From an optimization exercise on the open Yosys and OpenROAD flow, aimed at small area, a short achievable clock period and few clock cycles per item; shortcuts taken in it are not production practice. The RTL was checked by simulation tests, not by an equivalence proof against the original design.

## flow/design.v

```verilog
package sha1_pkg;
  localparam int unsigned NumChain  = 5;
  localparam int unsigned NumSched  = 16;
  localparam int unsigned NumRounds = 80;
  localparam int unsigned CountW    = 61;
  localparam logic [NumChain*32-1:0] Iv = {
    32'hc3d2e1f0, 32'h10325476, 32'h98badcfe, 32'hefcdab89, 32'h67452301
  };
  localparam logic [7:0] PadByte = 8'h80;
  typedef enum logic [1:0] {
    PH_CH  = 2'd0,
    PH_PAR = 2'd1,
    PH_MAJ = 2'd2,
    PH_PAR2 = 2'd3
  } sha1_phase_e;
  function automatic logic [31:0] sha1_k(sha1_phase_e ph);
    logic [31:0] k;
    case (ph)
      2'd0:    k = 32'h5a827999;
      2'd1:    k = 32'h6ed9eba1;
      2'd2:    k = 32'h8f1bbcdc;
      default: k = 32'hca62c1d6;
    endcase
    sha1_k = k;
  endfunction
  typedef struct packed {
    logic take_byte;   
    logic pad_push;    
    logic fill_push;   
    logic fill_len;    
    logic load_vars;   
    logic round;       
    logic add_chain;   
    logic emit_next;   
    logic finish;      
  } sha1_cmd_t;
  typedef struct packed {
    logic blk_end;     
    logic len_fits;    
    logic widx_last;   
    logic round_last;
    logic word_last;
  } sha1_stat_t;
endpackage
module sha1_message_digest (
  input  logic        clk_i,
  input  logic        rst_ni,
  input  logic        in_valid_i,
  output logic        in_ready_o,
  input  logic [7:0]  data_byte_i,
  input  logic        byte_present_i,
  input  logic        last_i,
  output logic        out_valid_o,
  input  logic        out_ready_i,
  output logic [31:0] digest_word_o,
  output logic [2:0]  word_index_o,
  output logic        last_word_o
);
  localparam logic [1:0] S_IN   = 2'd0;   
  localparam logic [1:0] S_PAD  = 2'd1;   
  localparam logic [1:0] S_FILL = 2'd2;   
  function automatic logic [31:0] rotl(logic [31:0] x, int unsigned n);
    rotl = (x << n) | (x >> (32 - n));
  endfunction
  function automatic logic [31:0] iv(int unsigned i);
    iv = sha1_pkg::Iv[32*i +: 32];
  endfunction
  logic [31:0] w_q [16];           
  logic [31:0] a_q, b_q, c_q, d_q, e_q;
  logic [31:0] h_q [5];
  logic [31:0] pre_q;              
  logic [1:0]  fph_q;              
  logic        pv_q;               
  logic [6:0]  pt_q;               
  logic        wfull_q;            
  logic [60:0] cnt_q;              
  logic [1:0]  st_q;
  logic        len_ok_q;           
  logic        fin_q;              
  logic        first_q;            
  logic        init_q;             
  logic        out_q;              
  logic [2:0]  oidx_q;
  logic pt_lo, pt_15, pt_end, push_ok, in_acc, take, pad_do, fill_do, can_pre, chain_do;
  logic [1:0] pos;
  logic [3:0] fidx;
  assign pos     = cnt_q[1:0];
  assign pt_lo   = (pt_q[6:4] == 3'd0);
  assign pt_15   = (pt_q == 7'd15);
  assign pt_end  = (pt_q == 7'd80);
  assign push_ok = (pt_lo && !(pt_15 && wfull_q)) || (pt_end && !wfull_q);
  assign in_ready_o = (st_q == S_IN) && ((pos != 2'd0) || push_ok);
  assign in_acc     = in_valid_i && in_ready_o;
  assign take       = in_acc && byte_present_i;
  assign pad_do     = (st_q == S_PAD) && ((pos != 2'd0) || push_ok);
  assign fill_do    = (st_q == S_FILL) && push_ok;
  assign fidx       = pt_end ? 4'd0 : (pt_q[3:0] + {3'd0, wfull_q});
  assign can_pre  = pt_lo ? wfull_q : !pt_end;
  assign chain_do = pt_end && !pv_q && !(first_q && out_q);
  logic        lane_wr, push;
  logic [7:0]  lane_byte;
  logic [31:0] w_new, push_word, fill_word;
  assign w_new     = rotl(w_q[13] ^ w_q[8] ^ w_q[2] ^ w_q[0], 1);
  assign lane_byte = take ? data_byte_i : sha1_pkg::PadByte;
  assign lane_wr   = (take || pad_do);
  assign fill_word = !len_ok_q        ? 32'd0 :
                     (fidx == 4'd14)  ? cnt_q[60:29] :
                     (fidx == 4'd15)  ? {cnt_q[28:0], 3'b000} : 32'd0;
  always_comb begin
    push      = 1'b0;
    push_word = w_new;
    if (lane_wr && pos == 2'd0) begin
      push      = 1'b1;
      push_word = {lane_byte, 24'd0};
    end else if (fill_do) begin
      push      = 1'b1;
      push_word = fill_word;
    end else if (can_pre && !pt_lo) begin
      push      = 1'b1;
    end
  end
  always_ff @(posedge clk_i) begin
    if (push) begin
      for (int i = 0; i < 15; i++) w_q[i] <= w_q[i+1];
      w_q[15] <= push_word;
    end else if (lane_wr) begin
      case (pos)
        2'd1:    w_q[15][23:16] <= lane_byte;
        2'd2:    w_q[15][15:8]  <= lane_byte;
        default: w_q[15][7:0]   <= lane_byte;
      endcase
    end
  end
  logic [1:0]  ph;
  logic [31:0] k, w_sel, e_next;
  always_comb begin
    if (pt_q < 7'd20)      ph = 2'd0;
    else if (pt_q < 7'd40) ph = 2'd1;
    else if (pt_q < 7'd60) ph = 2'd2;
    else                   ph = 2'd3;
    case (ph)
      2'd0:    k = 32'h5a827999;
      2'd1:    k = 32'h6ed9eba1;
      2'd2:    k = 32'h8f1bbcdc;
      default: k = 32'hca62c1d6;
    endcase
  end
  assign w_sel  = pt_lo ? w_q[15] : w_new;
  assign e_next = pv_q ? d_q : e_q;
  always_ff @(posedge clk_i) begin
    if (can_pre) begin
      pre_q <= e_next + k + w_sel;
      fph_q <= ph;
    end
  end
  logic [31:0] f, t;
  logic [31:0] sum [5];
  always_comb begin
    case (fph_q)
      2'd0:    f = (b_q & c_q) | (~b_q & d_q);
      2'd2:    f = (b_q & c_q) | (b_q & d_q) | (c_q & d_q);
      default: f = b_q ^ c_q ^ d_q;
    endcase
  end
  assign t = rotl(a_q, 5) + f + pre_q;
  assign sum[0] = (first_q ? iv(0) : h_q[0]) + a_q;
  assign sum[1] = (first_q ? iv(1) : h_q[1]) + b_q;
  assign sum[2] = (first_q ? iv(2) : h_q[2]) + c_q;
  assign sum[3] = (first_q ? iv(3) : h_q[3]) + d_q;
  assign sum[4] = (first_q ? iv(4) : h_q[4]) + e_q;
  always_ff @(posedge clk_i) begin
    if (pv_q) begin
      a_q <= t;
      b_q <= a_q;
      c_q <= rotl(b_q, 30);
      d_q <= c_q;
      e_q <= d_q;
    end else if (chain_do) begin
      if (init_q || fin_q) begin
        a_q <= iv(0); b_q <= iv(1); c_q <= iv(2); d_q <= iv(3); e_q <= iv(4);
      end else begin
        a_q <= sum[0]; b_q <= sum[1]; c_q <= sum[2]; d_q <= sum[3]; e_q <= sum[4];
      end
    end
    if (chain_do) begin
      for (int i = 0; i < 5; i++) h_q[i] <= sum[i];
    end
  end
  always_ff @(posedge clk_i or negedge rst_ni) begin
    if (!rst_ni) begin
      pv_q     <= 1'b0;
      pt_q     <= 7'd80;
      wfull_q  <= 1'b0;
      cnt_q    <= '0;
      st_q     <= S_IN;
      len_ok_q <= 1'b0;
      fin_q    <= 1'b0;
      first_q  <= 1'b1;
      init_q   <= 1'b1;
      out_q    <= 1'b0;
      oidx_q   <= 3'd0;
    end else begin
      pv_q <= can_pre;
      if (can_pre) begin
        pt_q <= pt_q + 7'd1;
      end else if (chain_do) begin
        pt_q <= 7'd0;
      end
      if ((take && pos == 2'd3) || pad_do || fill_do) begin
        wfull_q <= 1'b1;
      end else if (pt_lo && wfull_q) begin
        wfull_q <= 1'b0;
      end
      if (take) begin
        cnt_q <= cnt_q + 61'd1;
      end
      case (st_q)
        S_IN: begin
          if (in_acc && last_i) st_q <= S_PAD;
        end
        S_PAD: begin
          if (pad_do) begin
            len_ok_q <= (cnt_q[5:2] != 4'd14);
            st_q     <= S_FILL;
          end
        end
        default: begin
          if (fill_do && fidx == 4'd15) begin
            if (len_ok_q) begin
              fin_q    <= 1'b1;
              cnt_q    <= '0;
              len_ok_q <= 1'b0;
              st_q     <= S_IN;
            end else begin
              len_ok_q <= 1'b1;
            end
          end
        end
      endcase
      if (chain_do) begin
        init_q  <= 1'b0;
        first_q <= fin_q || init_q;
        if (fin_q) begin
          fin_q <= 1'b0;
          out_q <= 1'b1;
        end
      end
      if (out_q && out_ready_i) begin
        if (oidx_q == 3'd4) begin
          out_q  <= 1'b0;
          oidx_q <= 3'd0;
        end else begin
          oidx_q <= oidx_q + 3'd1;
        end
      end
    end
  end
  always_comb begin
    case (oidx_q)
      3'd0:    digest_word_o = h_q[0];
      3'd1:    digest_word_o = h_q[1];
      3'd2:    digest_word_o = h_q[2];
      3'd3:    digest_word_o = h_q[3];
      default: digest_word_o = h_q[4];
    endcase
  end
  assign out_valid_o  = out_q;
  assign word_index_o = oidx_q;
  assign last_word_o  = (oidx_q == 3'd4);
endmodule
```

## flow/run.sh

```bash
#!/bin/bash
# synth_recipe.tcl (not shown) runs the flow's synth.tcl, then flattens the netlist and writes it again
# the make line also repeats each setting of config.mk as NAME=value (left out here)
make -C /OpenROAD-flow-scripts/flow DESIGN_CONFIG=/design/flow/config.mk WORK_HOME=/design/flow/orfs CLKGATE_MAP_FILE= SYNTH_SCRIPT=/design/flow/synth_recipe.tcl finish
```

## flow/config.mk

```make
export PLATFORM = sky130hd
export DESIGN_NAME = sha1_message_digest
export DESIGN_NICKNAME = sha1_message_digest
export VERILOG_FILES = /design/flow/design.v
export SDC_FILE = /design/flow/constraint.sdc
export NUM_CORES = 4
export LEC_CHECK = 0
export CAP_MARGIN = 20
export CORE_MARGIN = 2
export CORE_UTILIZATION = 40
export SLEW_MARGIN = 20
```

## flow/constraint.sdc

```tcl
create_clock -name core_clock -period 8.0 [get_ports {clk_i}]
set_input_delay 1.6000 -clock core_clock [delete_from_list [all_inputs] [get_ports {clk_i}]]
set_output_delay 1.6000 -clock core_clock [all_outputs]
set_load 0.01 [all_outputs]
```

==> results of run 1 <==
==> cell usage after synthesis, types with 51 or more instances <==
master / n
mux2i_1: 89
ha_1: 243
a22oi_1: 68
nor2_1: 311
xor2_1: 114
xnor2_1: 242
dfrtp_1: 76
fa_1: 93
o21ai_0: 195
inv_1: 246
nand2_1: 186
a31oi_1: 51
o22a_1: 64
a21oi_1: 294
or2_2: 86
nand3_1: 59
edfxtp_1: 866
nor2b_1: 121
a21o_1: 101
clkbuf_1: 128
==> cell usage in the layout (no fill, tap or decap), types with 85 or more instances in the layout <==
master     Yosys  routed
nor2_1       311     311
nor2b_1      121     118
ha_1         243     243
clkbuf_16      0     105
edfxtp_1     866     866
nand2_1      186     184
inv_1        246     244
a21o_1       101     101
xnor2_1      242     242
o21ai_0      195     192
mux2i_1       89      89
a21oi_1      294     293
or2_2         86      85
fa_1          93      93
xor2_1       114     114
==> final timing paths <==
path / startpoint / end / slack (ns) / cells after the start
min in group asynchronous: rst_ni / cnt_q[9]$_DFF_PN0_ / 0.89 / 1
worst max register to register: pt_q[5]$_DFFE_PN0P_ / pre_q[28]$_DFFE_PN_ / 2.09 / 18
max in group asynchronous: rst_ni / pv_q$_DFF_PN0_ / 5.97 / 2
worst min register to register: w_q[11][1]$_DFFE_PN_ / w_q[10][1]$_DFFE_PN_ / 0.41 / 0
worst max-delay path: oidx_q[2]$_DFFE_PN0P_ / digest_word_o[20] / 1.85 / 7
worst min-delay path: w_q[11][1]$_DFFE_PN_ / w_q[10][1]$_DFFE_PN_ / 0.41 / 0
==> metal layers <==
layer / vias up / wire length, um / GRT usage, %
met5: - / 0 / 0
met4: 0 / 4527 / 7.138
met3: 213 / 7920 / 2.667
met2: 1008 / 59210 / 31.14
met1: 16130 / 61270 / 30.25
li1: 15280 / - / -
==> logic make-up (layout without fill, tap and decap cells) <==
group / Yosys count / in the layout / synth area share (%)
AOI/OAI and AO/OA: 1024 / 1024 / 13.33
xor gates and xnor gates: 356 / 356 / 6.218
adders and majority gates: 337 / 337 / 9.796
buffers and inverters: 386 / 522 / 2.927
DFF: 946 / 946 / 55.86
muxes: 111 / 111 / 2.271
and+or+nand+nor: 976 / 976 / 9.592
==> critical path, delay by kind of cell, from the launching register on <==
kind | cells | cell delay (ns)
buffers and inverters | 4 | 1.40
adders and majority gates | 1 | 0.22
DFF | 1 | 0.61
AOI/OAI and AO/OA | 1 | 0.74
and+or+nand+nor | 1 | 0.82
==> state kept, by name, summed over array words and instances, names as in the netlist, 32 cells and up <==
signal,count
e_q,32
cnt_q,61
w_q,512
a_q,32
c_q,32
b_q,32
pre_q,32
h_q,160
d_q,32
==> per-stage QoR <==
step | hold slack, ns | instances | setup slack [ns] | util (%)
floorplan | 0.4003 | 4136 | -2.035 | -
global placement | 0.4002 | 5712 | 2.369 | 42.30
detailed placement | 0.4045 | 5712 | 2.291 | 42.30
CTS | 0.4039 | 5908 | 1.621 | 45.25
global route | 0.4174 | 5909 | 1.642 | 45.27
finish | 0.4101 | 5909 | 1.846 | 45.27
==> area by class of cell <==
class	instances	share of cell area, %
Clock buffer	129	4.873
Clock inverter	67	1.626
Inverter	246	1.650
Multi-Input combinational cell	2804	36.90
Sequential cell	946	49.87
Tap cell	1637	3.645
Timing Repair Buffer	80	1.432
==> results_dict.tcl, run 1 <==
set metrics [dict create \
    status "timing/DRC/antenna clean" \
    cts_tree "done" \
    drtIter0Drc 3410 \
    antenna_found_initial 1 \
    worst_pin_slew_ns 1.140 \
    period_needed_ns 6.154 \
    ctsRootBufferMaster "clkbuf_16" \
    fin_skew_ns 0.05492 \
    dieArea_um2 128200 \
    gp_congestion 0.9289 \
    crit_arrival_ns 4.55 \
    clk_pin_slew_ns 0.06 \
    antenna_cells 0 \
    die_y_um 358.1 \
    synth_nets 4486 \
    fp-row-count 129 \
    drc 0 \
    post_cts_resized 0 \
    drtAntennaViolNets 0 \
    wl_per_cell_um 22.50 \
    clkLatencyLatePin_ns 0.71 \
    synth-edff-count 866 \
    max_stage_delay_ns 0.82 \
    fill_cells 11190 \
    synth_area_leaders "edfxtp_1 (52%), ha_1 (6.1%), xnor2_1 (4.2%)" \
    async_reset_ff_share_pct 8.457 \
    grt.total_usage_pct 20.53 \
    core_area_um2 124100 \
    max_cap_viol_count 0 \
    cp-start-kind "register" \
    die_w_um 358.1 \
    cts_made_buffers 103 \
    cts_max_path_buffers 3 \
    multi_input_area_um2 20730 \
    dpl_cell_area_um2 52510 \
    synth-seq-cells 946 \
    cts_hold_buf 0 \
    min_path_type "reg2reg" \
    tns_ns 0 \
    hold_viol_final 0 \
    yosys_warnings 4 \
    port_buffers 51 \
    yosysTopAreaCellShare_pct 51.86 \
    finalSetupViolCount 0 \
    gr-total-overflow 0 \
    final_nets 4531 \
    critical-path-slowest-cell "or4_2" \
    crit_top_cell "buf_4" \
    drive_gt1_share_pct 7.889 \
    path_cells "inv_1, ha_1, buf_4, or4_2, buf_4, a31oi_1, clkdlybuf4s50_1" \
    io_pins 52 \
    avgSynthCellArea_um2 12.12 \
    grt_pass1_wl_mm 198.7 \
    fmaxAchievable_mhz 162.5 \
    firstDrtPassIters 5 \
    vias 32630 \
    synth_top_cell_by_area "edfxtp_1" \
    cp.required_ns 6.40 \
    crit_path_end_kind "output pin" \
    syn_to_final_growth_pct 12.05 \
    cts_num_sinks 946 \
    synth_ff_type "edfxtp_1" \
    slew_headroom_pct 23.99 \
    grt_pass1_vias 31200 \
    drt_wl_total_mm 132.9 \
    start_util_pct 40.40 \
    crit_type "reg2out" \
    slew_violations 0 \
    synthesis.area_um2 50140 \
    ctsHtreeMaxLevel 3 \
    cts_setup_buffers 0 \
    hpwl_mm 93.76 \
    grt_max_degree 200 \
    seqCellArea_um2 28020 \
    via_per_inst 5.522 \
    finalInstanceArea_um2 56190 \
    min_period_over_period_pct 76.92 \
    critPathMaxFanout 58 \
    synth-seq-area-share_pct 55.86 \
    synth_cells 4136 \
    ys_types 84 \
    rsz0062_at_grt "no" \
]
Testbench counts, summed over its fixed seeds: cycles 104,485, bytes 46,322.
==> run 2, diff against run 1 <==
--- a/flow/design.v
+++ b/flow/design.v
@@ -81,6 +81,9 @@
   logic        init_q;             
   logic        out_q;              
   logic [2:0]  oidx_q;
+  logic        last_q;             
+  logic        rv_q, sv_q;
+  logic [9:0]  rb_q, sb_q;         
   logic pt_lo, pt_15, pt_end, push_ok, in_acc, take, pad_do, fill_do, can_pre, chain_do;
   logic [1:0] pos;
   logic [3:0] fidx;
@@ -89,9 +92,21 @@
   assign pt_15   = (pt_q == 7'd15);
   assign pt_end  = (pt_q == 7'd80);
   assign push_ok = (pt_lo && !(pt_15 && wfull_q)) || (pt_end && !wfull_q);
-  assign in_ready_o = (st_q == S_IN) && ((pos != 2'd0) || push_ok);
-  assign in_acc     = in_valid_i && in_ready_o;
-  assign take       = in_acc && byte_present_i;
+  logic       r_last, r_pres, r_free, acc;
+  logic [7:0] r_byte;
+  assign {r_last, r_pres, r_byte} = rb_q;
+  assign in_acc     = rv_q && (st_q == S_IN) && (!r_pres || (pos != 2'd0) || push_ok);
+  assign take       = in_acc && r_pres;
+  assign r_free     = !rv_q || in_acc;
+  assign in_ready_o = !sv_q;
+  assign acc        = in_valid_i && !sv_q;
+  always_ff @(posedge clk_i) begin
+    if (r_free) begin
+      rb_q <= sv_q ? sb_q : {last_i, byte_present_i, data_byte_i};
+    end else if (acc) begin
+      sb_q <= {last_i, byte_present_i, data_byte_i};
+    end
+  end
   assign pad_do     = (st_q == S_PAD) && ((pos != 2'd0) || push_ok);
   assign fill_do    = (st_q == S_FILL) && push_ok;
   assign fidx       = pt_end ? 4'd0 : (pt_q[3:0] + {3'd0, wfull_q});
@@ -101,7 +116,7 @@
   logic [7:0]  lane_byte;
   logic [31:0] w_new, push_word, fill_word;
   assign w_new     = rotl(w_q[13] ^ w_q[8] ^ w_q[2] ^ w_q[0], 1);
-  assign lane_byte = take ? data_byte_i : sha1_pkg::PadByte;
+  assign lane_byte = take ? r_byte : sha1_pkg::PadByte;
   assign lane_wr   = (take || pad_do);
   assign fill_word = !len_ok_q        ? 32'd0 :
                      (fidx == 4'd14)  ? cnt_q[60:29] :
@@ -148,10 +163,8 @@
   assign w_sel  = pt_lo ? w_q[15] : w_new;
   assign e_next = pv_q ? d_q : e_q;
   always_ff @(posedge clk_i) begin
-    if (can_pre) begin
-      pre_q <= e_next + k + w_sel;
-      fph_q <= ph;
-    end
+    pre_q <= e_next + k + w_sel;
+    fph_q <= ph;
   end
   logic [31:0] f, t;
   logic [31:0] sum [5];
@@ -184,6 +197,9 @@
     end
     if (chain_do) begin
       for (int i = 0; i < 5; i++) h_q[i] <= sum[i];
+    end else if (out_q && out_ready_i) begin
+      for (int i = 0; i < 4; i++) h_q[i] <= h_q[i+1];
+      h_q[4] <= h_q[0];
     end
   end
   always_ff @(posedge clk_i or negedge rst_ni) begin
@@ -199,7 +215,16 @@
       init_q   <= 1'b1;
       out_q    <= 1'b0;
       oidx_q   <= 3'd0;
+      last_q   <= 1'b0;
+      rv_q     <= 1'b0;
+      sv_q     <= 1'b0;
     end else begin
+      if (r_free) begin
+        rv_q <= sv_q || acc;
+        sv_q <= 1'b0;
+      end else if (acc) begin
+        sv_q <= 1'b1;
+      end
       pv_q <= can_pre;
       if (can_pre) begin
         pt_q <= pt_q + 7'd1;
@@ -216,7 +241,7 @@
       end
       case (st_q)
         S_IN: begin
-          if (in_acc && last_i) st_q <= S_PAD;
+          if (in_acc && r_last) st_q <= S_PAD;
         end
         S_PAD: begin
           if (pad_do) begin
@@ -246,25 +271,19 @@
         end
       end
       if (out_q && out_ready_i) begin
-        if (oidx_q == 3'd4) begin
+        if (last_q) begin
           out_q  <= 1'b0;
           oidx_q <= 3'd0;
+          last_q <= 1'b0;
         end else begin
           oidx_q <= oidx_q + 3'd1;
-        end
-      end
-    end
-  end
-  always_comb begin
-    case (oidx_q)
-      3'd0:    digest_word_o = h_q[0];
-      3'd1:    digest_word_o = h_q[1];
-      3'd2:    digest_word_o = h_q[2];
-      3'd3:    digest_word_o = h_q[3];
-      default: digest_word_o = h_q[4];
-    endcase
-  end
+          last_q <= (oidx_q == 3'd3);
+        end
+      end
+    end
+  end
+  assign digest_word_o = h_q[0];
   assign out_valid_o  = out_q;
   assign word_index_o = oidx_q;
-  assign last_word_o  = (oidx_q == 3'd4);
+  assign last_word_o  = last_q;
 endmodule
--- a/flow/config.mk
+++ b/flow/config.mk
@@ -5,7 +5,9 @@
 export SDC_FILE = /design/flow/constraint.sdc
 export NUM_CORES = 4
 export LEC_CHECK = 0
+export ABC_CLOCK_PERIOD_IN_PS = 3000
 export CAP_MARGIN = 20
 export CORE_MARGIN = 2
 export CORE_UTILIZATION = 40
+export SETUP_SLACK_MARGIN = 5
 export SLEW_MARGIN = 20
==> results_dict.tcl, run 2 <==
set metrics [dict create \
    drive_gt1_share_pct 34.73 \
    firstDrtPassIters 6 \
    die_y_um 364.8 \
    crit_arrival_ns 4.73 \
    gr-total-overflow 0 \
    clk_pin_slew_ns 0.06 \
    crit_type "reg2reg" \
    fin_skew_ns 0.04693 \
    grt_max_degree 79 \
    cts_made_buffers 105 \
    wl_per_cell_um 24.25 \
    synth_top_cell_by_area "edfxtp_1" \
    drt_wl_total_mm 174.1 \
    utilization_pct 56.73 \
    async_reset_ff_share_pct 8.566 \
    dr.max_layer_used "met5" \
    ctsRootBufferMaster "clkbuf_16" \
    tns_ns 0 \
    slew_violations 0 \
    finalSetupViolCount 0 \
    hold_viol_final 0 \
    rsz0062_at_grt "yes" \
    regMostFlops "w_q" \
    critPathMaxFanout 3 \
    gp_congestion 0.9021 \
    synthAdderAreaFrac_pct 9.372 \
    vias 40810 \
    status "timing/DRC/antenna clean" \
    synth_commonest_cells "edfxtp_1 (852), nand2_1 (571), a21oi_1 (321)" \
    port_buffers 51 \
    hpwl_mm 95.94 \
    final_cell_mix "edfxtp_1 (852), nand2_1 (529), buf_4 (319)" \
    cts_num_sinks 969 \
    slew_headroom_pct 32.02 \
    drtAntennaViolNets 0 \
    max_cap_viol_count 0 \
    wl_met1_mm 71.81 \
    synthesis.area_um2 52070 \
    antenna_found_initial 2 \
    cts_hold_buf 0 \
    fp-row-count 132 \
    cp.required_ns 8.46 \
    avgSynthCellArea_um2 11.33 \
    dieArea_um2 133100 \
    crit_path_end_kind "register" \
    drc 0 \
    die_w_um 364.8 \
    reg.largest.list "w_q x512, h_q x160, cnt_q x61" \
    synth_cells 4596 \
    max_stage_delay_ns 0.49 \
    holdWs_ns 0.4107 \
    synth-seq-area-share_pct 54.44 \
    io_pins 52 \
    period_needed_ns 4.270 \
    path_cells "fa_2, a21oi_2, nor2_1, a21oi_2, fa_2, inv_2, ha_4, inv_2, fa_2, nor2b_4, o31ai_4, a211o_1, a21oi_4, o21ai_4, o31ai_4, o221a_2, xnor2_1, o22ai_1" \
    fill_cells 10050 \
    grt_pass1_wl_mm 249.0 \
    crit_buf_inv 2 \
    seqCellArea_um2 28370 \
    worst_pin_slew_ns 1.020 \
    critical_path.top_delay_family "compound AO/OA/AOI/OAI gates" \
    core_area_um2 129300 \
    yosysMostFrequentCell "edfxtp_1" \
    cts_tree "done" \
    drtIter0Drc 4524 \
    fmaxAchievable_mhz 234.2 \
    start_util_pct 40.26 \
    synth-compound-area-share_pct 12.68 \
    min_path_type "reg2reg" \
    synth_xor_area_share_pct 5.568 \
    synth-edff-count 852 \
    via_per_inst 5.684 \
    ctsHtreeMaxLevel 3 \
    synth-simple-area-share_pct 12.35 \
    dr_wl_met2_mm 79.51 \
    synth_ff_type "edfxtp_1" \
    yosys_warnings 4 \
    grt_pass1_vias 39790 \
    min_period_over_period_pct 53.38 \
    critical-path-slowest-cell "edfxtp_1" \
    final_nets 5692 \
    yosysTopAreaCellShare_pct 49.14 \
    ys_types 86 \
    synthMuxAreaShare_pct 2.542 \
    clkLatencyLatePin_ns 0.76 \
    largest_register_ffs 512 \
    synth-seq-cells 969 \
    syn_to_final_growth_pct 40.91 \
    cts_max_path_buffers 3 \
    synth_nets 4943 \
    met3_length_mm 14.14 \
    cp-start-kind "register" \
    grt.total_usage_pct 24.90 \
    multi_input_area_um2 27820 \
    layout_commonest_cell "edfxtp_1" \
    synth_top_family_by_area "compound AO/OA/AOI/OAI gates" \
    synth_area_leaders "edfxtp_1 (49%), ha_1 (5.7%), nand2_1 (4.1%)" \
    crit_top_cell "fa_2" \
]
## run 2: changes by cell type in the layout (fill, tap and decap cells not counted), moves of 89 or more
cell and delta:
a21oi_1 -107, nand2_1 +345, buf_4 +296, buf_16 +89
buf_6 +233, a21oi_2 +95, ha_1 -104
## run 2: layout make-up
cell class | count | share of cell area (%)
Inverter | 245 | 1.293
Sequential cell | 969 | 38.67
Timing Repair Buffer | 801 | 13.88
Timing Repair inverter | 5 | 0.05116
Clock buffer | 135 | 3.927
Clock inverter | 64 | 1.282
Antenna cell | 1 | 0.003411
Tap cell | 1742 | 2.971
Multi-Input combinational cell | 3218 | 37.92
## run 2: cells by family after synthesis
| group | count (synthesis) |
|---|---|
| AND/OR/NAND/NOR | 1376 |
| flip-flops | 969 |
| adder cells (fa/ha/maj) | 333 |
| multiplexers | 124 |
| XOR/XNOR | 331 |
| buffers and inverters | 419 |
| AO/OA/AOI/OAI | 1044 |
## run 2: worst paths after layout
kind / startpoint / end / slack (ns) / cells past startpoint
max: c_q[1]$_DFFE_PP_ / a_q[31]$_DFFE_PP_ / 3.73 / 18
min: w_q[1][29]$_DFFE_PN_ / w_q[0][29]$_DFFE_PN_ / 0.41 / 0
max reg2reg: c_q[1]$_DFFE_PP_ / a_q[31]$_DFFE_PP_ / 3.73 / 18
min reg2reg: w_q[1][29]$_DFFE_PN_ / w_q[0][29]$_DFFE_PN_ / 0.41 / 0
max in group asynchronous: rst_ni / pv_q$_DFF_PN0_ / 5.96 / 2
min in group asynchronous: rst_ni / cnt_q[28]$_DFF_PN0_ / 0.89 / 1
## run 2: per-layer routing
layer	track usage, %	vias to the layer above
met1	34.06	20310
met5	0	-
met4	10.17	2
met3	3.854	463
met2	39.54	1921
li1	-	18120
## run 2: per-stage QoR
step                      worst slack [ns]  area [um^2]  std cells
after floorplan                     -1.237        52470       4596
after global placement               2.856        54680       6243
after detailed placement             2.844        54680       6243
after CTS                            3.801        69120       6979
after global routing                 3.550        73370       7179
final                                3.730        73370       7180
## run 2: what timing repair did
action	CTS	global route
gates cloned	100	13
endpoints found under the hold margin	0	0
buffers inserted	437	187
resized for setup	1206	529
endpoints found under the setup margin	1314	919
pin swaps	328	308
## run 2: worst register-to-register path, stage by stage (launching register included)
cell and delay [ns]:
edfxtp_1 0.49, fa_2 0.40, a21oi_2 0.12, nor2_1 0.06, a21oi_2 0.17, fa_2 0.47, inv_2 0.08, ha_4 0.14
inv_2 0.04, fa_2 0.37, nor2b_4 0.17, o31ai_4 0.10, a211o_1 0.35, a21oi_4 0.24, o21ai_4 0.10, o31ai_4 0.26
o221a_2 0.25, xnor2_1 0.12, o22ai_1 0.08
Testbench counts of run 2, summed over its fixed seeds: cycles 104,478, bytes 46,322.

-- static timing again, ports no longer ideal --
The results above use ideal ports. As a check the final layouts listed here were re-extracted and re-timed, cells and wires unchanged.
Step 1: set_driving_cell puts a clkbuf_16 on clk_i and a buf_2 on each other input, an assumption about the parent block.
Step 2 moves the port delays by t, midway between the first and last clock arrival at a register: inputs arrive t later, outputs are due t later. That takes back most of the time a late clock gives input paths.
Slacks: no drivers / after step 1 / after step 2; pairs: no drivers / after step 1.
run | t, ns | setup WS [ns] | worst setup path at the end | clock arrival spread, ns | cell pins on the clock port's net
run 1 | 0.756 | 1.846 / 1.776 / 2.093 | register to register | 0.055 / 0.055 | 1
run 2 | 0.812 | 3.730 / 3.730 / 3.730 | register to register | 0.049 / 0.050 | 1
After both steps setup and hold are still met in every run listed.
